What follows belongs to an exercise in optimizing a design on an open flow for small area, a short achievable clock period and few clock cycles per item; a production flow would make more cautious choices. Only simulation tests tie the RTL to the original design; equivalence was not proved.

<file path="design/flow/config.mk">
export PLATFORM = sky130hd
export DESIGN_NAME = look_at_view_matrix
export DESIGN_NICKNAME = look_at_view_matrix
export VERILOG_FILES = /design/flow/design.v
export SDC_FILE = /design/flow/constraint.sdc
export NUM_CORES = 4
export LEC_CHECK = 0
export CAP_MARGIN = 20
export CORE_MARGIN = 2
export CORE_UTILIZATION = 40
export SLEW_MARGIN = 20
</file>
<file path="design/flow/constraint.sdc">
create_clock -name core_clock -period 11.0 [get_ports {i_clk}]
set_input_delay 2.2000 -clock core_clock [delete_from_list [all_inputs] [get_ports {i_clk}]]
set_output_delay 2.2000 -clock core_clock [all_outputs]
set_load 0.01 [all_outputs]
</file>
<file path="design/flow/design.v">
package lav_pkg;
    localparam int FRAC_BITS = 16;
    localparam int SQ_CYC    = 16;
    localparam int DV_CYC    = 17;
    localparam int MW        = 50;
    localparam int AW        = 64;
endpackage
module lav_booth (
    input  logic signed [18:0] i_b,
    input  logic               i_neg,
    output logic [29:0]        o_d
);
    logic [19:0] bx;
    logic        hi;
    assign bx = {i_b, 1'b0};
    always_comb begin
        for (int j = 0; j < 10; j++) begin
            hi = (j == 9) ? bx[19] : bx[2*j+2];
            o_d[3*j]   = bx[2*j+1] ^ bx[2*j];
            o_d[3*j+1] = (hi & ~bx[2*j+1] & ~bx[2*j]) | (~hi & bx[2*j+1] & bx[2*j]);
            o_d[3*j+2] = hi ^ i_neg;
        end
    end
endmodule
module lav_mul (
    input  logic signed [31:0] i_a,
    input  logic [29:0]        i_d,
    output logic [63:0]        o_s,
    output logic [63:0]        o_c
);
    localparam logic [63:0] K_FIX = 64'hFFF5_5556_0000_0000;
    logic [63:0] row [11];
    logic [33:0] mag [10];
    logic [33:0] v   [10];
    logic [63:0] nrow;
    always_comb begin
        nrow = K_FIX;
        for (int j = 0; j < 10; j++) begin
            mag[j] = i_d[3*j] ? {{2{i_a[31]}}, i_a} : (i_d[3*j+1] ? {i_a[31], i_a, 1'b0} : 34'd0);
            v[j]   = i_d[3*j+2] ? ~mag[j] : mag[j];
            row[j] = 64'({~v[j][33], v[j][32:0]}) << (2 * j);
            nrow   = nrow | (64'(i_d[3*j+2]) << (2 * j));
        end
        row[10] = nrow;
    end
    function automatic logic [127:0] csa(input logic [63:0] x, input logic [63:0] y,
                                         input logic [63:0] z);
        csa = {((x & y) | (x & z) | (y & z)) << 1, x ^ y ^ z};
    endfunction
    logic [63:0] l1 [8];
    logic [63:0] l2 [6];
    logic [63:0] l3 [4];
    logic [63:0] l4 [3];
    always_comb begin
        {l1[1], l1[0]} = csa(row[0], row[1], row[2]);
        {l1[3], l1[2]} = csa(row[3], row[4], row[5]);
        {l1[5], l1[4]} = csa(row[6], row[7], row[8]);
        l1[6] = row[9];
        l1[7] = row[10];
        {l2[1], l2[0]} = csa(l1[0], l1[1], l1[2]);
        {l2[3], l2[2]} = csa(l1[3], l1[4], l1[5]);
        l2[4] = l1[6];
        l2[5] = l1[7];
        {l3[1], l3[0]} = csa(l2[0], l2[1], l2[2]);
        {l3[3], l3[2]} = csa(l2[3], l2[4], l2[5]);
        {l4[1], l4[0]} = csa(l3[0], l3[1], l3[2]);
        l4[2] = l3[3];
        {o_c, o_s} = csa(l4[0], l4[1], l4[2]);
    end
endmodule
import lav_pkg::*;
module look_at_view_matrix (
    input  logic                i_clk,
    input  logic                i_rst_n,
    input  logic                i_start,
    input  logic signed [31:0]  i_eye_x,
    input  logic signed [31:0]  i_eye_y,
    input  logic signed [31:0]  i_eye_z,
    input  logic signed [31:0]  i_target_x,
    input  logic signed [31:0]  i_target_y,
    input  logic signed [31:0]  i_target_z,
    input  logic signed [31:0]  i_up_x,
    input  logic signed [31:0]  i_up_y,
    input  logic signed [31:0]  i_up_z,
    output logic                o_busy,
    output logic                o_valid,
    output logic [1:0]          o_row_index,
    output logic signed [31:0]  o_entry0,
    output logic signed [31:0]  o_entry1,
    output logic signed [31:0]  o_entry2,
    output logic [16:0]         o_entry3,
    output logic                o_last_row,
    output logic                o_degenerate
);
    localparam logic [3:0] S_IDLE  = 4'd0;
    localparam logic [3:0] S_ABS   = 4'd1;
    localparam logic [3:0] S_SHIFT = 4'd2;
    localparam logic [3:0] S_SQ    = 4'd3;
    localparam logic [3:0] S_SQW   = 4'd4;
    localparam logic [3:0] S_SQRT  = 4'd5;
    localparam logic [3:0] S_DIV   = 4'd6;
    localparam logic [3:0] S_CR    = 4'd7;
    localparam logic [3:0] S_YT    = 4'd8;
    localparam logic [3:0] S_SUB   = 4'd9;
    localparam logic [4:0] K_SQ_LAST = 5'd5;
    localparam logic [4:0] K_CR      = 5'd6;
    localparam logic [4:0] K_CR_LAST = 5'd14;
    localparam logic [4:0] K_YT      = 5'd15;
    localparam logic [4:0] K_YT_LAST = 5'd26;
    localparam logic [3:0] W_NONE = 4'd0;
    localparam logic [3:0] W_C0   = 4'd1;
    localparam logic [3:0] W_C1   = 4'd2;
    localparam logic [3:0] W_C2   = 4'd3;
    localparam logic [3:0] W_Y0   = 4'd4;
    localparam logic [3:0] W_Y1   = 4'd5;
    localparam logic [3:0] W_Y2   = 4'd6;
    localparam logic [3:0] W_TX   = 4'd7;
    localparam logic [3:0] W_TY   = 4'd8;
    localparam logic [3:0] W_TZ   = 4'd9;
    localparam logic [1:0] A_ZERO = 2'd0;
    localparam logic [1:0] A_ACC  = 2'd1;
    localparam logic [1:0] A_SH15 = 2'd2;
    logic [3:0]              r_state;
    logic [9:0]              r_f;          
    logic                    r_ph;         
    logic [4:0]              r_k;
    logic [4:0]              r_cnt;
    logic signed [31:0]      r_eye [3];
    logic signed [31:0]      r_up  [3];
    logic [MW-1:0]           r_m   [3];
    logic                    r_s   [3];
    logic signed [17:0]      r_z   [3];
    logic signed [17:0]      r_x   [3];
    logic signed [18:0]      r_y   [3];
    logic signed [31:0]      r_t   [3];
    logic                    r_deg;
    logic                    r_zf;         
    logic [31:0]             r_rr;         
    logic [30:0]             r_rq;         
    logic signed [31:0]      r_ma;
    logic [29:0]             r_md;         
    logic                    r_v0;
    logic [1:0]              r_ain0;
    logic [3:0]              r_wb0;
    logic [63:0]             r_ps;
    logic [63:0]             r_pc;
    logic                    r_v1;
    logic [1:0]              r_ain1;
    logic [3:0]              r_wb1;
    logic [3:0]              r_wb2;
    logic [AW-1:0]           r_acc;
    logic                    r_oval;
    logic [1:0]              r_orow;
    logic                    r_odeg;
    logic                    r_cap;        
    logic                    r_busy;       
    logic [3:0]              r_osel;       
    logic cap_en;
    logic accept;
    logic issue;
    logic last_issue;
    logic [MW-1:0] all_m;
    logic m_zero;
    logic need_r;
    logic need_l;
    logic need_l4;
    logic [3:0] n_state;
    logic [4:0] n_k;
    assign last_issue = (r_state == S_YT) && (r_k == K_YT_LAST);
    assign cap_en     = r_cap;
    assign o_busy     = r_busy;
    assign accept     = r_cap && i_start;
    assign issue      = (r_state == S_SQ) || (r_state == S_CR) || (r_state == S_YT);
    assign all_m   = r_m[0] | r_m[1] | r_m[2];
    assign m_zero  = (all_m == '0);
    assign need_r  = |all_m[MW-1:30];
    assign need_l  = !all_m[29];
    assign need_l4 = ~|all_m[29:26];
    logic shift_done;
    assign shift_done = need_r ? ~|all_m[MW-1:31] :
                        need_l4 ? all_m[25] :
                        need_l ? all_m[28] : 1'b1;
    always_comb begin
        n_state = r_state;
        unique case (r_state)
            S_IDLE:  if (accept) n_state = S_SUB;
            S_SUB:   n_state = S_ABS;
            S_ABS:   n_state = S_SHIFT;
            S_SHIFT: if (r_zf || shift_done) n_state = S_SQ;
            S_SQ:    if (r_k == K_SQ_LAST) n_state = S_SQW;
            S_SQW:   if (r_cnt[0]) n_state = S_SQRT;
            S_SQRT:  if (r_cnt == 5'(SQ_CYC - 1)) n_state = S_DIV;
            S_DIV:   if (r_cnt == 5'(DV_CYC - 1)) n_state = r_ph ? S_YT : S_CR;
            S_CR:    if (r_k == K_CR_LAST) n_state = S_ABS;
            S_YT:    if (r_k == K_YT_LAST) n_state = accept ? S_SUB : S_IDLE;
            default: n_state = S_IDLE;
        endcase
        if (accept || (r_state == S_SHIFT)) begin
            n_k = '0;
        end else if (r_state == S_DIV) begin
            n_k = r_ph ? K_YT : K_CR;
        end else if (issue) begin
            n_k = r_k + 5'd1;
        end else begin
            n_k = r_k;
        end
    end
    always_ff @(posedge i_clk) begin
        if (!i_rst_n) begin
            r_state <= S_IDLE;
            r_f     <= 10'(1) << S_IDLE;
            r_cap   <= 1'b1;
            r_busy  <= 1'b0;
        end else begin
            r_state <= n_state;
            r_f     <= 10'(1) << n_state;
            r_cap   <= (n_state == S_IDLE) || (n_state == S_YT && n_k == K_YT_LAST);
            r_busy  <= !((n_state == S_IDLE) || (n_state == S_YT && n_k == K_YT_LAST));
        end
    end
    always_ff @(posedge i_clk) begin
        if (accept) begin
            r_ph <= 1'b0;
        end else if (r_state == S_CR && r_k == K_CR_LAST) begin
            r_ph <= 1'b1;
        end
        r_k <= n_k;
        if (r_state == S_SQ || (r_state == S_SQW && r_cnt[0]) ||
            (r_state == S_SQRT && r_cnt == 5'(SQ_CYC - 1))) begin
            r_cnt <= '0;
        end else begin
            r_cnt <= r_cnt + 5'd1;
        end
    end
    logic [3:0]  r_chunk;
    logic        r_sqf;        
    logic [3:0]  sq_c;
    logic [35:0] sq_x;
    logic [36:0] sq_e1;
    logic [36:0] sq_e2;
    logic [36:0] sq_e3;
    always_comb begin
        sq_c  = r_sqf ? r_acc[63:60] : r_chunk;
        sq_x  = {r_rr, sq_c};
        sq_e1 = {1'b0, sq_x} - {3'b0, r_rq, 3'b001};
        sq_e2 = {1'b0, sq_x} - {2'b0, r_rq, 4'b0100};
        sq_e3 = {1'b0, sq_x} - {2'b0, r_rq, 4'b0000} - {3'b0, r_rq, 3'b000} - 37'd9;
    end
    always_ff @(posedge i_clk) begin
        r_chunk <= r_acc[59 - 4 * r_cnt[3:0] -: 4];
        r_sqf   <= r_f[S_SQW] && r_cnt[0];
        if (r_f[S_SQW]) begin
            r_rr <= '0;
            r_rq <= '0;
        end else if (r_f[S_SQRT]) begin
            if (!sq_e3[36]) begin
                r_rr <= sq_e3[31:0];
                r_rq <= {r_rq[28:0], 2'd3};
            end else if (!sq_e2[36]) begin
                r_rr <= sq_e2[31:0];
                r_rq <= {r_rq[28:0], 2'd2};
            end else if (!sq_e1[36]) begin
                r_rr <= sq_e1[31:0];
                r_rq <= {r_rq[28:0], 2'd1};
            end else begin
                r_rr <= sq_x[31:0];
                r_rq <= {r_rq[28:0], 2'd0};
            end
        end
    end
    logic [47:0] dv_x [3];
    logic [31:0] dv_t [3];
    logic [32:0] dv_d [3];
    always_comb begin
        for (int i = 0; i < 3; i++) begin
            dv_t[i] = {r_m[i][47:17], r_m[i][16]};
            dv_d[i] = {1'b0, dv_t[i]} - {2'b0, r_rq};
            if (!dv_d[i][32]) begin
                dv_x[i] = {dv_d[i][30:0], r_m[i][15:0], 1'b1};
            end else begin
                dv_x[i] = {dv_t[i][30:0], r_m[i][15:0], 1'b0};
            end
        end
    end
    logic signed [31:0] op_a;
    logic signed [18:0] q2_b;       
    assign q2_b = r_zf ? 19'd0 : {2'b0, r_m[2][16:0]};
    logic signed [18:0] op_b;
    logic               op_neg;
    logic [1:0]         op_ain;
    logic [3:0]         op_wb;
    always_comb begin
        op_a   = '0;
        op_b   = '0;
        op_neg = 1'b0;
        op_ain = A_ACC;
        op_wb  = W_NONE;
        unique case (r_k)
            5'd0:  begin op_a = {2'b0, r_m[0][29:0]}; op_b = {4'b0, r_m[0][29:15]}; op_ain = A_ZERO; end
            5'd1:  begin op_a = {2'b0, r_m[1][29:0]}; op_b = {4'b0, r_m[1][29:15]}; end
            5'd2:  begin op_a = {2'b0, r_m[2][29:0]}; op_b = {4'b0, r_m[2][29:15]}; end
            5'd3:  begin op_a = {2'b0, r_m[0][29:0]}; op_b = {4'b0, r_m[0][14:0]};  op_ain = A_SH15; end
            5'd4:  begin op_a = {2'b0, r_m[1][29:0]}; op_b = {4'b0, r_m[1][14:0]};  end
            5'd5:  begin op_a = {2'b0, r_m[2][29:0]}; op_b = {4'b0, r_m[2][14:0]};  end
            5'd6:  begin op_a = r_up[1]; op_b = q2_b; op_neg = r_s[2]; op_ain = A_ZERO; end
            5'd7:  begin op_a = r_up[2]; op_b = 19'(r_z[1]); op_neg = 1'b1; op_wb = W_C0; end
            5'd8:  begin op_a = r_up[2]; op_b = 19'(r_z[0]); op_ain = A_ZERO; end
            5'd9:  begin op_a = r_up[0]; op_b = 19'(r_z[2]); op_neg = 1'b1; op_wb = W_C1; end
            5'd10: begin op_a = r_up[0]; op_b = 19'(r_z[1]); op_ain = A_ZERO; end
            5'd11: begin op_a = r_up[1]; op_b = 19'(r_z[0]); op_neg = 1'b1; op_wb = W_C2; end
            5'd12: begin op_a = r_eye[0]; op_b = 19'(r_z[0]); op_ain = A_ZERO; op_neg = 1'b1; end
            5'd13: begin op_a = r_eye[1]; op_b = 19'(r_z[1]); op_neg = 1'b1; end
            5'd14: begin op_a = r_eye[2]; op_b = 19'(r_z[2]); op_neg = 1'b1; op_wb = W_TZ; end
            5'd15: begin op_a = 32'(r_z[1]); op_b = q2_b; op_neg = r_s[2]; op_ain = A_ZERO; end
            5'd16: begin op_a = 32'(r_z[2]); op_b = 19'(r_x[1]); op_neg = 1'b1; op_wb = W_Y0; end
            5'd17: begin op_a = 32'(r_z[2]); op_b = 19'(r_x[0]); op_ain = A_ZERO; end
            5'd18: begin op_a = 32'(r_z[0]); op_b = 19'(r_x[2]); op_neg = 1'b1; op_wb = W_Y1; end
            5'd19: begin op_a = 32'(r_z[0]); op_b = 19'(r_x[1]); op_ain = A_ZERO; end
            5'd20: begin op_a = 32'(r_z[1]); op_b = 19'(r_x[0]); op_neg = 1'b1; op_wb = W_Y2; end
            5'd21: begin op_a = r_eye[0]; op_b = 19'(r_x[0]); op_ain = A_ZERO; op_neg = 1'b1; end
            5'd22: begin op_a = r_eye[1]; op_b = 19'(r_x[1]); op_neg = 1'b1; end
            5'd23: begin op_a = r_eye[2]; op_b = 19'(r_x[2]); op_neg = 1'b1; op_wb = W_TX; end
            5'd24: begin op_a = r_eye[0]; op_b = r_y[0]; op_ain = A_ZERO; op_neg = 1'b1; end
            5'd25: begin op_a = r_eye[1]; op_b = r_y[1]; op_neg = 1'b1; end
            5'd26: begin op_a = r_eye[2]; op_b = r_y[2]; op_neg = 1'b1; op_wb = W_TY; end
            default: begin end
        endcase
    end
    logic [63:0] mul_s;
    logic [63:0] mul_c;
    logic [29:0] op_d;
    lav_booth u_booth (
        .i_b   (op_b),
        .i_neg (op_neg),
        .o_d   (op_d)
    );
    lav_mul u_mul (
        .i_a   (r_ma),
        .i_d   (r_md),
        .o_s   (mul_s),
        .o_c   (mul_c)
    );
    logic [63:0]        acc_in;
    logic [63:0]        acc_new;
    logic signed [47:0] acc_sh;
    logic signed [31:0] acc_sat;
    always_comb begin
        unique case (r_ain1)
            A_ZERO:  acc_in = 64'd0;
            A_SH15:  acc_in = r_acc << 15;
            default: acc_in = r_acc;
        endcase
        acc_new = acc_in + r_ps + r_pc;
        acc_sh  = r_acc[63:16];
        if (&acc_sh[47:31] || ~|acc_sh[47:31]) begin
            acc_sat = acc_sh[31:0];
        end else begin
            acc_sat = acc_sh[47] ? 32'sh8000_0000 : 32'sh7FFF_FFFF;
        end
    end
    always_ff @(posedge i_clk) begin
        r_ma   <= op_a;
        r_md   <= op_d;
        r_ain0 <= op_ain;
        r_ps   <= mul_s;
        r_pc   <= mul_c;
        r_ain1 <= r_ain0;
        if (r_v1) begin
            r_acc <= acc_new;
        end
    end
    always_ff @(posedge i_clk) begin
        if (!i_rst_n) begin
            r_v0  <= 1'b0;
            r_v1  <= 1'b0;
            r_wb0 <= W_NONE;
            r_wb1 <= W_NONE;
            r_wb2 <= W_NONE;
        end else begin
            r_v0  <= issue;
            r_v1  <= r_v0;
            r_wb0 <= issue ? op_wb : W_NONE;
            r_wb1 <= r_wb0;
            r_wb2 <= r_wb1;
        end
    end
    always_ff @(posedge i_clk) begin
        if (cap_en) begin
            r_eye[0] <= i_eye_x;
            r_eye[1] <= i_eye_y;
            r_eye[2] <= i_eye_z;
            r_up[0]  <= i_up_x;
            r_up[1]  <= i_up_y;
            r_up[2]  <= i_up_z;
            r_deg    <= 1'b0;
        end else if (r_f[S_ABS] && m_zero) begin
            r_deg    <= 1'b1;
        end
        if (r_f[S_ABS]) begin
            r_zf <= m_zero;
        end
        for (int i = 0; i < 3; i++) begin
            if (r_f[S_DIV]) begin
                r_m[i] <= MW'(dv_x[i]);
            end else if (cap_en) begin
                r_m[i] <= MW'(i == 0 ? i_target_x : i == 1 ? i_target_y : i_target_z);
            end else if (r_f[S_SUB]) begin
                r_m[i] <= MW'($signed({r_eye[i][31], r_eye[i]}) - $signed({r_m[i][31], r_m[i][31:0]}));
            end else if (r_f[S_ABS]) begin
                r_m[i] <= r_m[i][MW-1] ? -r_m[i] : r_m[i];
                r_s[i] <= r_m[i][MW-1];
            end else if (r_f[S_SHIFT] && !r_zf) begin
                if (need_r) begin
                    r_m[i] <= r_m[i] >> 1;
                end else if (need_l4) begin
                    r_m[i] <= r_m[i] << 4;
                end else if (need_l) begin
                    r_m[i] <= r_m[i] << 1;
                end
            end else if (r_f[S_SQW] && !r_cnt[0]) begin
                r_m[i] <= MW'({r_m[i][29:0], 16'b0});
            end else if (r_wb2 == W_C0 + 4'(i)) begin
                r_m[i] <= r_acc[MW-1:0];
            end
        end
    end
    logic signed [17:0] q_res [3];
    always_comb begin
        for (int i = 0; i < 3; i++) begin
            q_res[i] = r_s[i] ? -$signed({1'b0, r_m[i][16:0]}) : $signed({1'b0, r_m[i][16:0]});
        end
    end
    always_ff @(posedge i_clk) begin
        for (int i = 0; i < 3; i++) begin
            if (r_f[S_CR] && r_k == K_CR) begin
                r_z[i] <= r_zf ? 18'sd0 : q_res[i];
            end
            if (r_f[S_YT] && r_k == K_YT) begin
                r_x[i] <= r_zf ? 18'sd0 : q_res[i];
            end
            if (r_wb2 == W_Y0 + 4'(i)) begin
                r_y[i] <= acc_sh[18:0];
            end
        end
        if (r_wb2 == W_TX) r_t[0] <= acc_sat;
        if (r_wb2 == W_TY) r_t[1] <= acc_sat;
        if (r_wb2 == W_TZ) r_t[2] <= acc_sat;
    end
    always_ff @(posedge i_clk) begin
        if (!i_rst_n) begin
            r_oval <= 1'b0;
        end else if (last_issue) begin
            r_oval <= 1'b1;
        end else if (r_orow == 2'd3) begin
            r_oval <= 1'b0;
        end
        if (last_issue) begin
            r_orow <= 2'd0;
            r_osel <= 4'b0001;
            r_odeg <= r_deg;
        end else begin
            r_orow <= r_orow + 2'd1;
            r_osel <= {r_osel[2:0], r_osel[3]};
        end
    end
    assign o_valid      = r_oval;
    assign o_row_index  = r_orow;
    assign o_last_row   = r_osel[3];
    assign o_entry3     = {r_osel[3], 16'h0};
    assign o_degenerate = r_odeg;
    always_comb begin
        o_entry0 = ({32{r_osel[0]}} & 32'(r_x[0])) | ({32{r_osel[1]}} & 32'(r_x[1])) |
                   ({32{r_osel[2]}} & 32'(r_x[2])) | ({32{r_osel[3]}} & r_t[0]);
        o_entry1 = ({32{r_osel[0]}} & 32'(r_y[0])) | ({32{r_osel[1]}} & 32'(r_y[1])) |
                   ({32{r_osel[2]}} & 32'(r_y[2])) | ({32{r_osel[3]}} & r_t[1]);
        o_entry2 = ({32{r_osel[0]}} & 32'(r_z[0])) | ({32{r_osel[1]}} & 32'(r_z[1])) |
                   ({32{r_osel[2]}} & 32'(r_z[2])) | ({32{r_osel[3]}} & r_t[2]);
    end
endmodule
</file>
<file path="design/flow/run.sh">
#!/bin/bash
# synth_recipe.tcl (not shown) runs the flow's synth.tcl, then flattens the netlist and writes it again
# the make line also repeats each setting of config.mk as NAME=value (left out here)
make -C /OpenROAD-flow-scripts/flow DESIGN_CONFIG=/design/flow/config.mk WORK_HOME=/design/flow/orfs CLKGATE_MAP_FILE= SYNTH_SCRIPT=/design/flow/synth_recipe.tcl finish
</file>
==> run notes, run 1 <==
The maximum root-to-sink buffer count is 3. The flop-to-flop setup slack came out at about 5200 ps. The transition time at the pin with the least slew margin is between 1000 and 1500 ps. Clock-pin slew was measured on the worst setup and hold paths at around 60 ps. Setup violations remaining at the end of the flow were counted as 0. TritonCTS built the clock tree.

The number of buffer and inverter stages on the critical path came out at 1. The library cell used most frequently in the layout, excluding fill and tap cells, is sky130_fd_sc_hd__nand2_1. The placed cell count came out at around 12000. The worst hold margin came out at roughly 340 ps. The cell accounting for the most synthesized area is sky130_fd_sc_hd__edfxtp_1. The setup TNS after final layout is 0 ps. The overall die height is between 400 and 500 um. Counting every sink on the clock net gives around 950. The number of flops mapped to enable cells by yosys came out at ~670. The critical-path cell with the highest stage delay is sky130_fd_sc_hd__dfxtp_2.

The delay of the slowest critical-path stage came out at around 690 ps. The number of I/O pins is between 400 and 500. In this run the mean area of a mapped cell was between 8 and 9 sq um.

The flow ran to the end and the layout has no timing, DRC or antenna violations. Fill cells in the final layout number around 19000. The via count of the first global-routing pass was approximately 74000. For this run, asynchronously set or reset flops after synthesis account for 0. The pin count of the biggest net entering global routing came out at 155. The worst register-to-register path ends at r_acc[60]. The worst hold path begins at r_ain0[0]. The finished layout holds 12048 standard cells, fillers aside. The number of max-capacitance violations reported came out at 0. Traced cell by cell, the critical path runs through buf_4 > a22o_1 > fa_1 > ha_1 > nand4_1 > nor3_1 > o211ai_1 > nand3b_1 > nand3_1 > a41oi_1 > o21ai_0 > o31a_1 > o211a_1 > o41ai_1 > xor2_1. The core box area came out at just over 0.2 sq mm. Yosys attributes the largest share of cell area to sky130_fd_sc_hd__edfxtp_1, sky130_fd_sc_hd__fa_1, sky130_fd_sc_hd__ha_1, sky130_fd_sc_hd__dfxtp_1, sky130_fd_sc_hd__xnor2_1. Port buffering added approximately 400 buffers. The first routing iteration left ~12000 violations. The worst slew margin relative to its limit came out at 0.105.

The worst register-to-register path begins at r_ain1[0]. After layout, the worst setup slack is a little over 5000 ps. The endpoint required time on the critical path is approximately 11000 ps. The count of antenna-violating nets left after detailed routing is 0. CTS built an H-tree with a depth of 3. Counting the buffers created by CTS gives 110. For the finished layout, the period the worst path requires is 5850 ps. The total number of nets in the final design is roughly 10000. The total global routing overflow is 0.

The number of buffers added for setup after CTS came out at 0. The total of cells resized after clock tree synthesis came out at 0. The element type at the critical path start is a flop. The cell family contributing the most delay on the critical path is compound AO/OA/AOI/OAI gates.

Setup repair after global routing left no endpoint under its margin. For this run, the detailed router's first-pass iteration total came to 14. The die footprint is between 0.2 and 0.25 sq mm.

The distinct cell type count of the synthesized netlist came out at 97. The share of the yosys chip area belonging to registers came out at 0.315. The worst hold path depth came out at 0.

For this run, the total global-route usage over all layers was measured as 0.372. STA classifies the critical path endpoint as a flop. Of the available clock period, the critical path in the final layout requires 0.532. The worst-skew pair later-pin latency came out at 860 ps. The final weighted congestion in routability-driven placement is about 1.0. In this run the worst setup path begins at r_ain1[0]. The final hold violation count is 0. The share of post-route cells with drive strength above 1 came out at 0.0582. The min-delay analysis places its worst path in the category flop to flop. The number of hold buffers added after CTS was 0. The capture endpoint of the worst hold path is r_ain1[0].

The critical path is of the flop to flop type. For this configuration, the core starts out at a cell density of 0.403. The post-synthesis cell count is ~9200. The setup slack at placement is between 5000 and 6000 ps.

The via density per instance came out at 6.51. The number of cells on the worst reg-to-reg path is 15. The number of placement rows is 165. After detailed routing, the number of remaining DRC violations is 0.

The wire length after detailed routing came out at about 400000 um. The die boundary width is 455 um. The total half-perimeter wirelength after legalization and detailed placement is 295000 um. The cell chosen for the clock root is sky130_fd_sc_hd__clkbuf_16. Across all layers, the routed design uses approximately 80000 vias.

The worst path arrival time is about 6300 ps. During synthesis, Yosys emitted a total of 22 warnings. The area added between synthesis and finish is 13.1%. The total of flip-flops plus latches after synthesis is about 950. The area fraction of the dominant cell type after synthesis is 0.245. The average routed wire per standard cell came out at ~33 um. The total standard cell area after synthesis is approximately 0.081 sq mm. The maximum fanout along the worst path came out at 41. The initial antenna violation count is 37. Based on the critical path, the design can be clocked at up to ~170 MHz. The count of pins over their slew limit is 0. The largest clock skew in the final design came out at approximately 120 ps. The global-route wire length before repair is between 500000 and 600000 um. Among all flip-flop cells after synthesis, the most frequent one is sky130_fd_sc_hd__edfxtp_1.

The top cell types in the final layout, fill and taps aside, are sky130_fd_sc_hd__nand2_1, sky130_fd_sc_hd__edfxtp_1, sky130_fd_sc_hd__inv_1.
## metal layers
layer  up-vias  global-route usage  wire length, um
met5         -             0.00414              283
met4        28               0.300            39200
met3      1321              0.0827            43800
met2      5588               0.547           167000
met1     38084               0.468           147000
li1      33469                   -                -
## layout make-up
cell class,instances,area [sq um],share of cell area
clock buffer,139,3060,0.0331
antenna,70,175,0.00190
tap,2672,3340,0.0363
timing repair buffer,609,5590,0.0607
inverter,631,2370,0.0257
multi-input combinational,6908,51100,0.554
clock inverter,68,845,0.00916
sequential,951,25700,0.279
## logic make-up (layout without fill, tap and decap cells)
logic type | after synthesis | in the layout | share of synthesized area
xor gates and xnor gates | 787 | 787 | 0.0846
other | 1 | 86 | 0.0000460
adders and majority gates | 828 | 828 | 0.158
DFF | 951 | 951 | 0.315
buffers and inverters | 1313 | 1447 | 0.0617
AOI/OAI and AO/OA | 2789 | 2789 | 0.233
and+or+nand+nor | 2402 | 2402 | 0.135
muxes | 86 | 86 | 0.0132
## state kept, by name (all words and copies together) (netlist names), 32 cells and up
register,cells
r_t,96
r_m,150
r_rr,32
r_ps,51
r_y,57
r_up,96
r_ma,32
r_z,54
r_acc,64
r_eye,96
r_x,54
r_pc,48
## worst max path at each step
stage	end	slack, ps	depth (start not counted)
2_1_floorplan	r_m[0][10]	1670	6
3_3_place_gp	r_acc[59]	5340	15
3_5_place_dp	r_acc[59]	5470	15
4_1_cts	o_entry1[1]	5380	4
5_1_grt	r_acc[60]	4970	15
6_report	r_acc[60]	5150	15
## metrics by stage
step,area [sq um],util
6_report,92200,0.456
5_1_grt,92100,0.455
4_1_cts,92000,0.455
3_5_place_dp,88100,0.435
3_3_place_gp,88100,0.435
2_1_floorplan,81600,-
## cells in the mapped netlist, drive strengths merged, types with 73 or more instances
cell,number
xnor2,581
nand2,1030
a22oi,400
nor3,137
dfxtp,285
nand2b,73
xor2,206
nor2,546
a221oi,78
a21oi,496
fa,333
ha,495
a211oi,137
o22ai,78
a21o,182
inv,623
a222oi,137
nand4,84
and2,84
o21ai,619
clkbuf,570
o211ai,102
o21a,74
nand3,116
and3,82
edfxtp,666
buf,112
Testbench counts, summed over its fixed seeds: cycles 28,608, items 256.
==> run 2: changes to the inputs <==
--- a/design/flow/design.v
+++ b/design/flow/design.v
@@ -1,5 +1,5 @@
 package lav_pkg;
     localparam int FRAC_BITS = 16;
-    localparam int SQ_CYC    = 16;
+    localparam int SQ_CYC    = 15;
     localparam int DV_CYC    = 17;
     localparam int MW        = 50;
@@ -7,14 +7,14 @@
 endpackage
 module lav_booth (
-    input  logic signed [18:0] i_b,
+    input  logic signed [17:0] i_b,
     input  logic               i_neg,
-    output logic [29:0]        o_d
+    output logic [26:0]        o_d
 );
-    logic [19:0] bx;
+    logic [18:0] bx;
     logic        hi;
     assign bx = {i_b, 1'b0};
     always_comb begin
-        for (int j = 0; j < 10; j++) begin
-            hi = (j == 9) ? bx[19] : bx[2*j+2];
+        for (int j = 0; j < 9; j++) begin
+            hi = bx[2*j+2];
             o_d[3*j]   = bx[2*j+1] ^ bx[2*j];
             o_d[3*j+1] = (hi & ~bx[2*j+1] & ~bx[2*j]) | (~hi & bx[2*j+1] & bx[2*j]);
@@ -25,16 +25,16 @@
 module lav_mul (
     input  logic signed [31:0] i_a,
-    input  logic [29:0]        i_d,
+    input  logic [26:0]        i_d,
     output logic [63:0]        o_s,
     output logic [63:0]        o_c
 );
-    localparam logic [63:0] K_FIX = 64'hFFF5_5556_0000_0000;
-    logic [63:0] row [11];
-    logic [33:0] mag [10];
-    logic [33:0] v   [10];
+    localparam logic [63:0] K_FIX = 64'hFFFD_5556_0000_0000;
+    logic [63:0] row [10];
+    logic [33:0] mag [9];
+    logic [33:0] v   [9];
     logic [63:0] nrow;
     always_comb begin
         nrow = K_FIX;
-        for (int j = 0; j < 10; j++) begin
+        for (int j = 0; j < 9; j++) begin
             mag[j] = i_d[3*j] ? {{2{i_a[31]}}, i_a} : (i_d[3*j+1] ? {i_a[31], i_a, 1'b0} : 34'd0);
             v[j]   = i_d[3*j+2] ? ~mag[j] : mag[j];
@@ -42,5 +42,5 @@
             nrow   = nrow | (64'(i_d[3*j+2]) << (2 * j));
         end
-        row[10] = nrow;
+        row[9] = nrow;
     end
     function automatic logic [127:0] csa(input logic [63:0] x, input logic [63:0] y,
@@ -48,6 +48,6 @@
         csa = {((x & y) | (x & z) | (y & z)) << 1, x ^ y ^ z};
     endfunction
-    logic [63:0] l1 [8];
-    logic [63:0] l2 [6];
+    logic [63:0] l1 [7];
+    logic [63:0] l2 [5];
     logic [63:0] l3 [4];
     logic [63:0] l4 [3];
@@ -57,11 +57,10 @@
         {l1[5], l1[4]} = csa(row[6], row[7], row[8]);
         l1[6] = row[9];
-        l1[7] = row[10];
         {l2[1], l2[0]} = csa(l1[0], l1[1], l1[2]);
         {l2[3], l2[2]} = csa(l1[3], l1[4], l1[5]);
         l2[4] = l1[6];
-        l2[5] = l1[7];
         {l3[1], l3[0]} = csa(l2[0], l2[1], l2[2]);
-        {l3[3], l3[2]} = csa(l2[3], l2[4], l2[5]);
+        l3[2] = l2[3];
+        l3[3] = l2[4];
         {l4[1], l4[0]} = csa(l3[0], l3[1], l3[2]);
         l4[2] = l3[3];
@@ -139,5 +138,5 @@
     logic [30:0]             r_rq;         
     logic signed [31:0]      r_ma;
-    logic [29:0]             r_md;         
+    logic [26:0]             r_md;         
     logic                    r_v0;
     logic [1:0]              r_ain0;
@@ -234,13 +233,29 @@
     end
     logic [3:0]  r_chunk;
-    logic        r_sqf;        
-    logic [3:0]  sq_c;
     logic [35:0] sq_x;
     logic [36:0] sq_e1;
     logic [36:0] sq_e2;
     logic [36:0] sq_e3;
+    function automatic logic [12:0] sqrt4_head(input logic [6:0] r, input logic [5:0] q,
+                                               input logic [3:0] c);
+        logic [10:0] x;
+        logic [11:0] e1;
+        logic [11:0] e2;
+        logic [11:0] e3;
+        x  = {r, c};
+        e1 = {1'b0, x} - {3'b0, q, 3'b001};
+        e2 = {1'b0, x} - {2'b0, q, 4'b0100};
+        e3 = {1'b0, x} - {2'b0, q, 4'b0000} - {3'b0, q, 3'b000} - 12'd9;
+        if (!e3[11])      sqrt4_head = {e3[6:0], q[3:0], 2'd3};
+        else if (!e2[11]) sqrt4_head = {e2[6:0], q[3:0], 2'd2};
+        else if (!e1[11]) sqrt4_head = {e1[6:0], q[3:0], 2'd1};
+        else              sqrt4_head = {x[6:0], q[3:0], 2'd0};
+    endfunction
+    logic [12:0] sq_h1;
+    logic [12:0] sq_h2;
     always_comb begin
-        sq_c  = r_sqf ? r_acc[63:60] : r_chunk;
-        sq_x  = {r_rr, sq_c};
+        sq_h1 = sqrt4_head(7'd0, 6'd0, r_acc[63:60]);
+        sq_h2 = sqrt4_head(sq_h1[12:6], sq_h1[5:0], r_acc[59:56]);
+        sq_x  = {r_rr, r_chunk};
         sq_e1 = {1'b0, sq_x} - {3'b0, r_rq, 3'b001};
         sq_e2 = {1'b0, sq_x} - {2'b0, r_rq, 4'b0100};
@@ -248,11 +263,10 @@
     end
     always_ff @(posedge i_clk) begin
-        r_chunk <= r_acc[59 - 4 * r_cnt[3:0] -: 4];
-        r_sqf   <= r_f[S_SQW] && r_cnt[0];
-        if (r_f[S_SQW]) begin
-            r_rr <= '0;
-            r_rq <= '0;
-        end else if (r_f[S_SQRT]) begin
-            if (!sq_e3[36]) begin
+        r_chunk <= r_acc[55 - 4 * r_cnt[3:0] -: 4];
+        if (r_f[S_SQRT]) begin
+            if (r_cnt == 5'd0) begin
+                r_rr <= 32'(sq_h2[12:6]);
+                r_rq <= 31'(sq_h2[5:0]);
+            end else if (!sq_e3[36]) begin
                 r_rr <= sq_e3[31:0];
                 r_rq <= {r_rq[28:0], 2'd3};
@@ -284,7 +298,7 @@
     end
     logic signed [31:0] op_a;
-    logic signed [18:0] q2_b;       
-    assign q2_b = r_zf ? 19'd0 : {2'b0, r_m[2][16:0]};
-    logic signed [18:0] op_b;
+    logic signed [17:0] q2_b;       
+    assign q2_b = r_zf ? 18'd0 : {1'b0, r_m[2][16:0]};
+    logic signed [17:0] op_b;
     logic               op_neg;
     logic [1:0]         op_ain;
@@ -297,31 +311,31 @@
         op_wb  = W_NONE;
         unique case (r_k)
-            5'd0:  begin op_a = {2'b0, r_m[0][29:0]}; op_b = {4'b0, r_m[0][29:15]}; op_ain = A_ZERO; end
-            5'd1:  begin op_a = {2'b0, r_m[1][29:0]}; op_b = {4'b0, r_m[1][29:15]}; end
-            5'd2:  begin op_a = {2'b0, r_m[2][29:0]}; op_b = {4'b0, r_m[2][29:15]}; end
-            5'd3:  begin op_a = {2'b0, r_m[0][29:0]}; op_b = {4'b0, r_m[0][14:0]};  op_ain = A_SH15; end
-            5'd4:  begin op_a = {2'b0, r_m[1][29:0]}; op_b = {4'b0, r_m[1][14:0]};  end
-            5'd5:  begin op_a = {2'b0, r_m[2][29:0]}; op_b = {4'b0, r_m[2][14:0]};  end
+            5'd0:  begin op_a = {2'b0, r_m[0][29:0]}; op_b = {3'b0, r_m[0][29:15]}; op_ain = A_ZERO; end
+            5'd1:  begin op_a = {2'b0, r_m[1][29:0]}; op_b = {3'b0, r_m[1][29:15]}; end
+            5'd2:  begin op_a = {2'b0, r_m[2][29:0]}; op_b = {3'b0, r_m[2][29:15]}; end
+            5'd3:  begin op_a = {2'b0, r_m[0][29:0]}; op_b = {3'b0, r_m[0][14:0]};  op_ain = A_SH15; end
+            5'd4:  begin op_a = {2'b0, r_m[1][29:0]}; op_b = {3'b0, r_m[1][14:0]};  end
+            5'd5:  begin op_a = {2'b0, r_m[2][29:0]}; op_b = {3'b0, r_m[2][14:0]};  end
             5'd6:  begin op_a = r_up[1]; op_b = q2_b; op_neg = r_s[2]; op_ain = A_ZERO; end
-            5'd7:  begin op_a = r_up[2]; op_b = 19'(r_z[1]); op_neg = 1'b1; op_wb = W_C0; end
-            5'd8:  begin op_a = r_up[2]; op_b = 19'(r_z[0]); op_ain = A_ZERO; end
-            5'd9:  begin op_a = r_up[0]; op_b = 19'(r_z[2]); op_neg = 1'b1; op_wb = W_C1; end
-            5'd10: begin op_a = r_up[0]; op_b = 19'(r_z[1]); op_ain = A_ZERO; end
-            5'd11: begin op_a = r_up[1]; op_b = 19'(r_z[0]); op_neg = 1'b1; op_wb = W_C2; end
-            5'd12: begin op_a = r_eye[0]; op_b = 19'(r_z[0]); op_ain = A_ZERO; op_neg = 1'b1; end
-            5'd13: begin op_a = r_eye[1]; op_b = 19'(r_z[1]); op_neg = 1'b1; end
-            5'd14: begin op_a = r_eye[2]; op_b = 19'(r_z[2]); op_neg = 1'b1; op_wb = W_TZ; end
+            5'd7:  begin op_a = r_up[2]; op_b = 18'(r_z[1]); op_neg = 1'b1; op_wb = W_C0; end
+            5'd8:  begin op_a = r_up[2]; op_b = 18'(r_z[0]); op_ain = A_ZERO; end
+            5'd9:  begin op_a = r_up[0]; op_b = 18'(r_z[2]); op_neg = 1'b1; op_wb = W_C1; end
+            5'd10: begin op_a = r_up[0]; op_b = 18'(r_z[1]); op_ain = A_ZERO; end
+            5'd11: begin op_a = r_up[1]; op_b = 18'(r_z[0]); op_neg = 1'b1; op_wb = W_C2; end
+            5'd12: begin op_a = r_eye[0]; op_b = 18'(r_z[0]); op_ain = A_ZERO; op_neg = 1'b1; end
+            5'd13: begin op_a = r_eye[1]; op_b = 18'(r_z[1]); op_neg = 1'b1; end
+            5'd14: begin op_a = r_eye[2]; op_b = 18'(r_z[2]); op_neg = 1'b1; op_wb = W_TZ; end
             5'd15: begin op_a = 32'(r_z[1]); op_b = q2_b; op_neg = r_s[2]; op_ain = A_ZERO; end
-            5'd16: begin op_a = 32'(r_z[2]); op_b = 19'(r_x[1]); op_neg = 1'b1; op_wb = W_Y0; end
-            5'd17: begin op_a = 32'(r_z[2]); op_b = 19'(r_x[0]); op_ain = A_ZERO; end
-            5'd18: begin op_a = 32'(r_z[0]); op_b = 19'(r_x[2]); op_neg = 1'b1; op_wb = W_Y1; end
-            5'd19: begin op_a = 32'(r_z[0]); op_b = 19'(r_x[1]); op_ain = A_ZERO; end
-            5'd20: begin op_a = 32'(r_z[1]); op_b = 19'(r_x[0]); op_neg = 1'b1; op_wb = W_Y2; end
-            5'd21: begin op_a = r_eye[0]; op_b = 19'(r_x[0]); op_ain = A_ZERO; op_neg = 1'b1; end
-            5'd22: begin op_a = r_eye[1]; op_b = 19'(r_x[1]); op_neg = 1'b1; end
-            5'd23: begin op_a = r_eye[2]; op_b = 19'(r_x[2]); op_neg = 1'b1; op_wb = W_TX; end
-            5'd24: begin op_a = r_eye[0]; op_b = r_y[0]; op_ain = A_ZERO; op_neg = 1'b1; end
-            5'd25: begin op_a = r_eye[1]; op_b = r_y[1]; op_neg = 1'b1; end
-            5'd26: begin op_a = r_eye[2]; op_b = r_y[2]; op_neg = 1'b1; op_wb = W_TY; end
+            5'd16: begin op_a = 32'(r_z[2]); op_b = 18'(r_x[1]); op_neg = 1'b1; op_wb = W_Y0; end
+            5'd17: begin op_a = 32'(r_z[2]); op_b = 18'(r_x[0]); op_ain = A_ZERO; end
+            5'd18: begin op_a = 32'(r_z[0]); op_b = 18'(r_x[2]); op_neg = 1'b1; op_wb = W_Y1; end
+            5'd19: begin op_a = 32'(r_z[0]); op_b = 18'(r_x[1]); op_ain = A_ZERO; end
+            5'd20: begin op_a = 32'(r_z[1]); op_b = 18'(r_x[0]); op_neg = 1'b1; op_wb = W_Y2; end
+            5'd21: begin op_a = r_eye[0]; op_b = 18'(r_x[0]); op_ain = A_ZERO; op_neg = 1'b1; end
+            5'd22: begin op_a = r_eye[1]; op_b = 18'(r_x[1]); op_neg = 1'b1; end
+            5'd23: begin op_a = r_eye[2]; op_b = 18'(r_x[2]); op_neg = 1'b1; op_wb = W_TX; end
+            5'd24: begin op_a = r_eye[0]; op_b = 18'(r_y[0]); op_ain = A_ZERO; op_neg = 1'b1; end
+            5'd25: begin op_a = r_eye[1]; op_b = 18'(r_y[1]); op_neg = 1'b1; end
+            5'd26: begin op_a = r_eye[2]; op_b = 18'(r_y[2]); op_neg = 1'b1; op_wb = W_TY; end
             default: begin end
         endcase
@@ -329,5 +343,5 @@
     logic [63:0] mul_s;
     logic [63:0] mul_c;
-    logic [29:0] op_d;
+    logic [26:0] op_d;
     lav_booth u_booth (
         .i_b   (op_b),
==> run notes, run 2 <==
The number of detailed-routing iterations run before antenna repair is 10. The capture endpoint of the worst hold path is r_ain1[1]. The total number of yosys warnings came out at 22.

Timing would allow up to about 170 MHz. The worst path arrival time is ~3600 ps. The signal on the critical path passes through buf_4 > a222oi_1 > buf_4 > nand2_1 > clkdlybuf4s50_1. The clock sink count came out at 948.

After synthesis, the share of flip-flops with an asynchronous set or reset is 0. The floorplan step defined a die boundary enclosing between 0.2 and 0.25 sq mm. The delay of the slowest critical-path stage came out at 920 ps. The shortest clock period the worst path allows after layout came out at 5780 ps.

The mean instance size in the synthesized netlist is ~8.8 sq um. In this run the cell area of the synthesized design comes to just over 0.08 sq mm. The count of pins over their slew limit was 0. The number of max-capacitance violations reported came out at 0. In this run the most critical hold path is launched from r_ain0[1].

The number of I/O pins is around 400. The path class of the tightest hold or removal check is flop to flop. The initial core utilization is 0.402. The number of cells on the worst reg-to-reg path came out at 15. The dominant synthesized flop cell is sky130_fd_sc_hd__edfxtp_1. In this run, distinct cell masters in the synthesized netlist total between 90 and 100. After clock tree synthesis, the clock-pin slew on the worst setup and hold paths is ~70 ps. sky130_fd_sc_hd__nand2_1 is the most common cell in the netlist. Setup repair after global routing left no endpoint under its margin. Counting stages on the worst path, the most repeated cell is sky130_fd_sc_hd__buf_4. The flop-to-flop setup slack came out at 5350 ps. The reg-to-reg critical path startpoint is r_rq[0]. After the last flow step, the layout net total stands at ~11000. The overall die height is ~460 um. The library cell used most frequently in the layout, excluding fill and tap cells, is sky130_fd_sc_hd__nand2_1.

Counting flops per register, the top entry is r_m. The routed design has ~390000 um of wire. The routed via count came out at between 70000 and 80000. The count of antenna-violating nets left after detailed routing came out at 0.

The share of the clock period used by the worst path after layout is 0.525. The number of buffers added for setup after CTS came out at 0. In the synthesized netlist, the cells that appear most often are sky130_fd_sc_hd__nand2_1, sky130_fd_sc_hd__edfxtp_1, sky130_fd_sc_hd__inv_1. The total of flip-flops plus latches after synthesis came out at between 900 and 1000. The kind of cell with the highest combined delay along the critical path is buffers and inverters. Counting flops with a built-in enable in the synthesized netlist gives approximately 730. Yosys attributes the largest share of cell area to sky130_fd_sc_hd__edfxtp_1, sky130_fd_sc_hd__ha_1, sky130_fd_sc_hd__fa_1, sky130_fd_sc_hd__xnor2_1, sky130_fd_sc_hd__dfxtp_1. In the final timing run, aggregate negative setup slack is 0 ps. The critical path in this run is classified as flop to output port. The total half-perimeter wirelength after legalization and detailed placement came out at between 200000 and 300000 um.

Input and output buffers added on the ports amount to 393. The core box area came out at between 0.2 and 0.25 sq mm. The via count of the first global-routing pass came out at 73284. The first routing iteration left 11236 violations.

The all-layer global routing usage is 0.354. Entering global routing, the biggest net connects 114 pins. The share of post-route cells with drive strength above 1 is 0.0583. The via density per instance came out at 6.38.

The number of placement rows came out at about 170. The number of flip-flops under the largest register name came out at 150. The placed cell count is between 10000 and 15000. The global-route wire length before repair came out at 540000 um.

The endpoint required time on the critical path is between 8000 and 9000 ps. The maximum level of the CTS H-tree came out at 3. Relative to the synthesized area, the layout overhead comes to 12.9%.

The hold buffer count at cts came out at 0. The total of cells resized after clock tree synthesis is 0.

The transition time at the pin with the least slew margin is around 1200 ps. The worst-skew pair later-pin latency is 860 ps. TritonCTS built the clock tree. Between clock sinks in the finished design, the worst skew comes to approximately 91 ps. The final weighted congestion in routability-driven placement came out at about 1.0.

The library cells used most frequently in the layout, excluding fill and tap cells, are sky130_fd_sc_hd__nand2_1, sky130_fd_sc_hd__edfxtp_1, sky130_fd_sc_hd__inv_1. The run finished with no timing, DRC or antenna violations. The share of the Yosys chip area taken by registers is 0.320. Setup violations remaining at the end of the flow were counted as 0. The number of remaining DRC errors came out at 0. The largest total area in the synthesized netlist belongs to sky130_fd_sc_hd__edfxtp_1. The maximum root-to-sink buffer count came out at 3. The final hold violation count came to 0.

The worst setup path is captured at an output port. The maximum fanout along the worst path came out at 34. In this run the clock root is driven by a sky130_fd_sc_hd__clkbuf_16. In the final routed layout, each cell accounts on average for ~32 um.

The worst slew margin relative to its limit is 0.163. The total global routing overflow is 0. The die boundary width is between 400 and 500 um. The worst register-to-register path ends at r_rr[22]. The initial antenna violation count is 32.

Among all stages on the critical path, the largest delay is contributed by sky130_fd_sc_hd__a222oi_1. The clock buffer count from CTS came out at between 100 and 150. STA classifies the critical path startpoint as a flop. The post-synthesis cell count came out at between 9000 and 10000. The number of buffer and inverter stages on the critical path came out at 3. The area fraction of the dominant cell type after synthesis came out at 0.266. The count of cells in the finished layout, fillers not included, comes to around 12000. The worst hold path depth is 0.
run 2: cell types whose count changed in the layout (fill, tap and decap cells not counted), moves of 63 or more:
cell,previous run,this run
sky130_fd_sc_hd__a21oi_1,495,651
sky130_fd_sc_hd__a222oi_1,137,25
sky130_fd_sc_hd__nand3_1,116,227
sky130_fd_sc_hd__edfxtp_1,666,729
sky130_fd_sc_hd__nand2_1,1027,1136
run 2: cell type report:
| class | count | area (sq um) |
|---|---|---|
| Fill cell | 19771 | 112000 |
| Multi-Input combinational cell | 7095 | 51000 |
| Sequential cell | 948 | 26300 |
| Timing Repair Buffer | 615 | 5610 |
| Tap cell | 2688 | 3360 |
| Clock buffer | 140 | 3070 |
| Inverter | 675 | 2530 |
| Clock inverter | 73 | 857 |
| Antenna cell | 12 | 30.0 |
run 2: cell families after synthesis:
group | Yosys count | share of synthesized area
compound gates | 2828 | 0.227
mux | 74 | 0.0109
fa+ha+maj | 822 | 0.153
other cells | 1 | 0.0000456
buf+inv | 1356 | 0.0634
xor+xnor | 785 | 0.0836
flops | 948 | 0.320
simple gates | 2570 | 0.143
run 2: worst register-to-register path: cells and delay by family, from the launching register on:
kind,cells,cell delay [ps]
AO/OA/AOI/OAI,6,2060
adder cells (fa/ha/maj),3,1260
AND/OR/NAND/NOR,4,1060
flip-flops,1,720
buffers and inverters,2,280
run 2: per-layer routing:
metal / up-vias / GRT usage / routed length (um)
met5: - / 0 / 138
met4: 20 / 0.191 / 24700
met3: 942 / 0.111 / 47500
met2: 5068 / 0.521 / 162000
met1: 38160 / 0.462 / 151000
li1: 33916 / - / -
run 2: how the worst max path moves through the flow:
stage              start            to  cells after the start
2_1_floorplan      r_cap     r_m[2][0]                      6
3_3_place_gp     r_rq[0]      r_rr[22]                     15
3_5_place_dp     r_rq[0]      r_rr[22]                     15
4_1_cts        r_osel[0]  o_entry2[29]                      5
5_1_grt          r_rq[0]      r_rr[22]                     15
6_report       r_osel[0]  o_entry2[29]                      5
run 2: stage by stage:
step | hold slack, ps | setup WS, ps | area (sq um) | utilization
finish | 315 | 5220 | 92800 | 0.454
global route | 332 | 5230 | 92800 | 0.454
CTS | 330 | 5250 | 92700 | 0.454
detailed placement | 315 | 5600 | 88800 | 0.435
global placement | 318 | 5620 | 88800 | 0.434
floorplan | 310 | 3840 | 82300 | -
Testbench counts of run 2, summed over its fixed seeds: cycles 28,096, items 256.
==> run 3: changes to the inputs <==
--- a/design/flow/design.v
+++ b/design/flow/design.v
@@ -478,16 +478,20 @@
         end
     end
-    assign o_valid      = r_oval;
-    assign o_row_index  = r_orow;
-    assign o_last_row   = r_osel[3];
-    assign o_entry3     = {r_osel[3], 16'h0};
-    assign o_degenerate = r_odeg;
-    always_comb begin
-        o_entry0 = ({32{r_osel[0]}} & 32'(r_x[0])) | ({32{r_osel[1]}} & 32'(r_x[1])) |
-                   ({32{r_osel[2]}} & 32'(r_x[2])) | ({32{r_osel[3]}} & r_t[0]);
-        o_entry1 = ({32{r_osel[0]}} & 32'(r_y[0])) | ({32{r_osel[1]}} & 32'(r_y[1])) |
-                   ({32{r_osel[2]}} & 32'(r_y[2])) | ({32{r_osel[3]}} & r_t[1]);
-        o_entry2 = ({32{r_osel[0]}} & 32'(r_z[0])) | ({32{r_osel[1]}} & 32'(r_z[1])) |
-                   ({32{r_osel[2]}} & 32'(r_z[2])) | ({32{r_osel[3]}} & r_t[2]);
+    always_ff @(posedge i_clk) begin
+        if (!i_rst_n) begin
+            o_valid <= 1'b0;
+        end else begin
+            o_valid <= r_oval;
+        end
+        o_row_index  <= r_orow;
+        o_last_row   <= r_osel[3];
+        o_entry3     <= {r_osel[3], 16'h0};
+        o_degenerate <= r_odeg;
+        o_entry0 <= ({32{r_osel[0]}} & 32'(r_x[0])) | ({32{r_osel[1]}} & 32'(r_x[1])) |
+                    ({32{r_osel[2]}} & 32'(r_x[2])) | ({32{r_osel[3]}} & r_t[0]);
+        o_entry1 <= ({32{r_osel[0]}} & 32'(r_y[0])) | ({32{r_osel[1]}} & 32'(r_y[1])) |
+                    ({32{r_osel[2]}} & 32'(r_y[2])) | ({32{r_osel[3]}} & r_t[1]);
+        o_entry2 <= ({32{r_osel[0]}} & 32'(r_z[0])) | ({32{r_osel[1]}} & 32'(r_z[1])) |
+                    ({32{r_osel[2]}} & 32'(r_z[2])) | ({32{r_osel[3]}} & r_t[2]);
     end
 endmodule
==> design/flow/flow/run.sh (new file) <==
#!/bin/bash
cd "$(dirname "$0")/.." || exit 1
cp standard.sh flow_standard_sh.log 2>/dev/null
export SETUP_SLACK_MARGIN=6.6
bash standard.sh > flow_standard.log 2>&1
status=$?
grep -h "setup_margin\|repair_timing" orfs/logs/*/*/*/*.log > flow_repair_summary.log 2>/dev/null
exit $status
==> design/flow/standard.sh (new file) <==
#!/bin/bash
# synth_recipe.tcl (not shown) runs the flow's synth.tcl, then flattens the netlist and writes it again
# the make line also repeats each setting of config.mk as NAME=value (left out here)
make -C /OpenROAD-flow-scripts/flow DESIGN_CONFIG=/design/flow/config.mk WORK_HOME=/design/flow/orfs CLKGATE_MAP_FILE= SYNTH_SCRIPT=/design/flow/synth_recipe.tcl "${@:-finish}"
removed: design/flow/run.sh
==> run notes, run 3 <==
The die boundary width came out at 463 um. The wire length after detailed routing came out at 427000 um. The worst hold margin is 327 ps. The area share of and/or/nand/nor cells after synthesis came out at 0.134. The register with the most flip-flops in the final layout is r_m.

The mean instance size in the synthesized netlist is around 9 sq um. The endpoint required time on the critical path is between 10000 and 15000 ps. The total number of nets in the final design is around 11000. The pre-antenna-repair detailed-routing pass consisted of 14 iterations. The maximum achievable frequency came out at 217 MHz.

The number of placement rows came out at 168. The via count of the first global-routing pass is between 70000 and 80000. The netlist uses 100 different library cells.

The cell accounting for the most synthesized area is sky130_fd_sc_hd__edfxtp_1. The congestion estimate from routability-driven global placement came to 1.08. In the synthesized netlist the dominant register cell turns out to be sky130_fd_sc_hd__edfxtp_1. After synthesis the cells add up to roughly 0.084 sq mm. The clock buffer count from CTS came out at about 130. Setup repair after global routing could not meet its margin everywhere. The synthesized design contains 729 enable-type register cells. The total area inside the core boundary comes to roughly 0.21 sq mm. The CTS tree is yes.

The initial antenna violation count is 36. The share of the yosys chip area belonging to registers is 0.336. The worst slew margin relative to its limit is 0.166.

The compound-cell area share of the yosys netlist came out at 0.223. The global-route wire length before repair is between 500000 and 600000 um. Setup slack on the critical path of the routed design comes to about 6400 ps. In the synthesized netlist, the cells that appear most often are sky130_fd_sc_hd__nand2_1, sky130_fd_sc_hd__edfxtp_1, sky130_fd_sc_hd__inv_1. Measured along the y axis, the die boundary spans 463 um. The largest clock skew in the final design came out at between 50 and 60 ps. The maximum fanout along the worst path is 30. The total setup violations reported at the end of the flow is 0. Of the post-synthesis cell area, the dominant cell type holds 0.260. Of the total synthesized cell area, the portion taken by full adders, half adders and majority gates is 0.149.

The die footprint is ~0.21 sq mm. The setup TNS after final layout is 0 ps. The mux cell area share after synthesis is 0.0137. The area added between synthesis and finish came out at 15.8%. The count of antenna-violating nets left after detailed routing came out at 0.

The transition time at the pin with the least slew margin came out at approximately 1300 ps. At the later pin of the worst-skew pair, clock insertion delay measures ~820 ps.

The routed via count is about 81000. Summing all multi-input logic gate instances after layout gives a little over 0.05 sq mm. After synthesis, the share of flip-flops with an asynchronous set or reset is 0. The maximum level of the CTS H-tree came out at 4. The setup slack at placement came out at 5570 ps. In this run, post-CTS hold repair placed 0 buffers. The initial core utilization is 0.402. The sequential cells in the finished layout cover a total of between 0.02 and 0.03 sq mm. The worst min-delay path category is flop to flop. The clock transition at the registers of the reported paths is ~60 ps. The run finished with no timing, DRC or antenna violations. The share of post-route cells with drive strength above 1 came out at 0.0882. The initial detailed-routing violation count came out at around 12000.

The most instantiated library cell after synthesis is sky130_fd_sc_hd__nand2_1. Data arrives at the worst endpoint at ~5100 ps. Leaving out fill and tap cells, the most frequent cells in the layout are sky130_fd_sc_hd__nand2_1, sky130_fd_sc_hd__edfxtp_1, sky130_fd_sc_hd__inv_1.

The Yosys step of the flow raised 22 warnings. Sorting the synthesized cells by area gives the leading types as sky130_fd_sc_hd__edfxtp_1, sky130_fd_sc_hd__ha_1, sky130_fd_sc_hd__dfxtp_1, sky130_fd_sc_hd__fa_1, sky130_fd_sc_hd__xnor2_1. STA classifies the critical path startpoint as a flop. The number of remaining DRC errors is 0. The total of flip-flops plus latches after synthesis came out at 1049.

Input and output buffers added on the ports amount to around 400. The final hold violation count is 0. The number of flip-flops under the largest register name came out at 150. The count of pins over their slew limit is 0. The HPWL after detailed placement is 321000 um. The pin count of the biggest net entering global routing is 73. Subtracting the final worst setup slack from the clock period gives between 4000 and 5000 ps. The fill cell total of the finished layout is about 20000.

The clock net in this run drives a total of roughly 1000 sinks. The worst setup path is of the flop to flop kind. The combinational family with the most area after synthesis is compound AO/OA/AOI/OAI gates.

Dividing the detail-routed via count by the number of cells gives about 6.4. In the finished design, the share of the clock period the worst path needs comes to 0.419. The number of I/O pins is 410.

STA classifies the critical path endpoint as a flop. Once layout is complete, the utilization of the core stands at 0.466. The post-synthesis cell count came out at approximately 9400. The total global routing overflow is 0.

The tree is rooted in a sky130_fd_sc_hd__clkbuf_16. The average routed wire per standard cell is approximately 34 um. The leading cell type in the layout, fill and taps excluded is sky130_fd_sc_hd__nand2_1. The number of max-capacitance violations reported is 0.

The all-layer global routing usage is 0.381. The maximum root-to-sink buffer count came out at 3. The post-synthesis xor/xnor area fraction came out at 0.0802.
==> run 3: changes by cell type after synthesis, moves of 46 or more <==
cell                       previous run  this run
sky130_fd_sc_hd__dfxtp_1            219       320
sky130_fd_sc_hd__a21oi_1            651       575
sky130_fd_sc_hd__nor2_1             535       466
sky130_fd_sc_hd__nand2_1           1136      1072
sky130_fd_sc_hd__o211ai_1            70       133
sky130_fd_sc_hd__nand3_1            229       183
==> run 3: repair_timing <==
item	in CTS	in global routing
resized for setup	81	115
cloned	5	3
pin swaps	7	8
endpoints found under the setup margin	355	265
buffers inserted	65	71
==> run 3: worst max-delay path: stages, from the launching register on <==
cell                       delay, ps
sky130_fd_sc_hd__dfxtp_1         390
sky130_fd_sc_hd__inv_1           110
sky130_fd_sc_hd__ha_1            350
sky130_fd_sc_hd__nor2b_1         300
sky130_fd_sc_hd__and2_1          240
sky130_fd_sc_hd__buf_4           220
sky130_fd_sc_hd__or2_2           710
sky130_fd_sc_hd__a22oi_1         670
sky130_fd_sc_hd__nand3_1         430
sky130_fd_sc_hd__a221oi_1        390
sky130_fd_sc_hd__nand3_1         430
==> run 3: through the flow <==
stage	cells	instance area (sq um)
after floorplan	9385	84200
after global placement	12127	91000
after detailed placement	12129	91000
after CTS	12439	96300
after global routing	12527	97500
final	12546	97500
==> run 3: routing by layer <==
| metal | GRT usage | share of wire | vias up |
|---|---|---|---|
| met4 | 0.212 | 0.069 | 39 |
| met5 | 0.00334 | 0.0016 | - |
| met2 | 0.552 | 0.41 | 5720 |
| met3 | 0.135 | 0.13 | 1200 |
| li1 | - | - | 34307 |
| met1 | 0.491 | 0.39 | 39367 |
==> run 3: cells by family after synthesis <==
logic type,after synthesis
compound gates,2814
xor+xnor,771
fa+ha+maj,822
buf+inv,1367
flops,1049
mux,99
other cells,1
simple gates,2447
==> run 3: worst paths after layout <==
check | cells past startpoint | slack, ps | to | start
worst max-delay path | 10 | 6390 | r_ma[8] | r_k[0]
worst min register to register | 0 | 330 | r_ain1[1] | r_ain0[1]
worst max register to register | 10 | 6390 | r_ma[8] | r_k[0]
worst min-delay path | 0 | 330 | r_ain1[1] | r_ain0[1]
==> run 3: cell type report <==
type	instances	area share
clock inverters	59	0.00662
well taps	2805	0.0360
diodes	29	0.000744
clock buffers	181	0.0384
inverters	684	0.0270
flip-flops and latches	1049	0.291
multi-input cells	6974	0.528
repair buffers	765	0.0723
Testbench counts of run 3, summed over its fixed seeds: cycles 28,104, items 256.

## re-timing with driven ports
The results above use ideal ports. As a check the final layouts listed here were re-extracted and re-timed, cells and wires unchanged.
Step 1 (the two cells are an assumption about what drives the block):
set clk [get_ports {i_clk}]
set_driving_cell -lib_cell sky130_fd_sc_hd__clkbuf_16 $clk
set_driving_cell -lib_cell sky130_fd_sc_hd__buf_2 [delete_from_list [all_inputs] $clk]
Step 2 moves the port delays by t, midway between the first and last clock arrival at a register: inputs arrive t later, outputs are due t later. That takes back most of the time a late clock gives input paths.
Three values: no drivers, after step 1, after step 2; two values: the first two.
run	t (ns)	setup slack, ns	worst setup path at the end	slew at the worst register clock pin (ns)
run 1	0.914	5.151 / 5.151 / 5.151	register to register	0.07 / 0.07
run 2	0.904	5.222 / 5.136 / 5.353	register to register	0.07 / 0.07
run 3	0.879	6.388 / 6.388 / 6.388	register to register	0.07 / 0.07
After both steps every run listed still meets setup and hold.
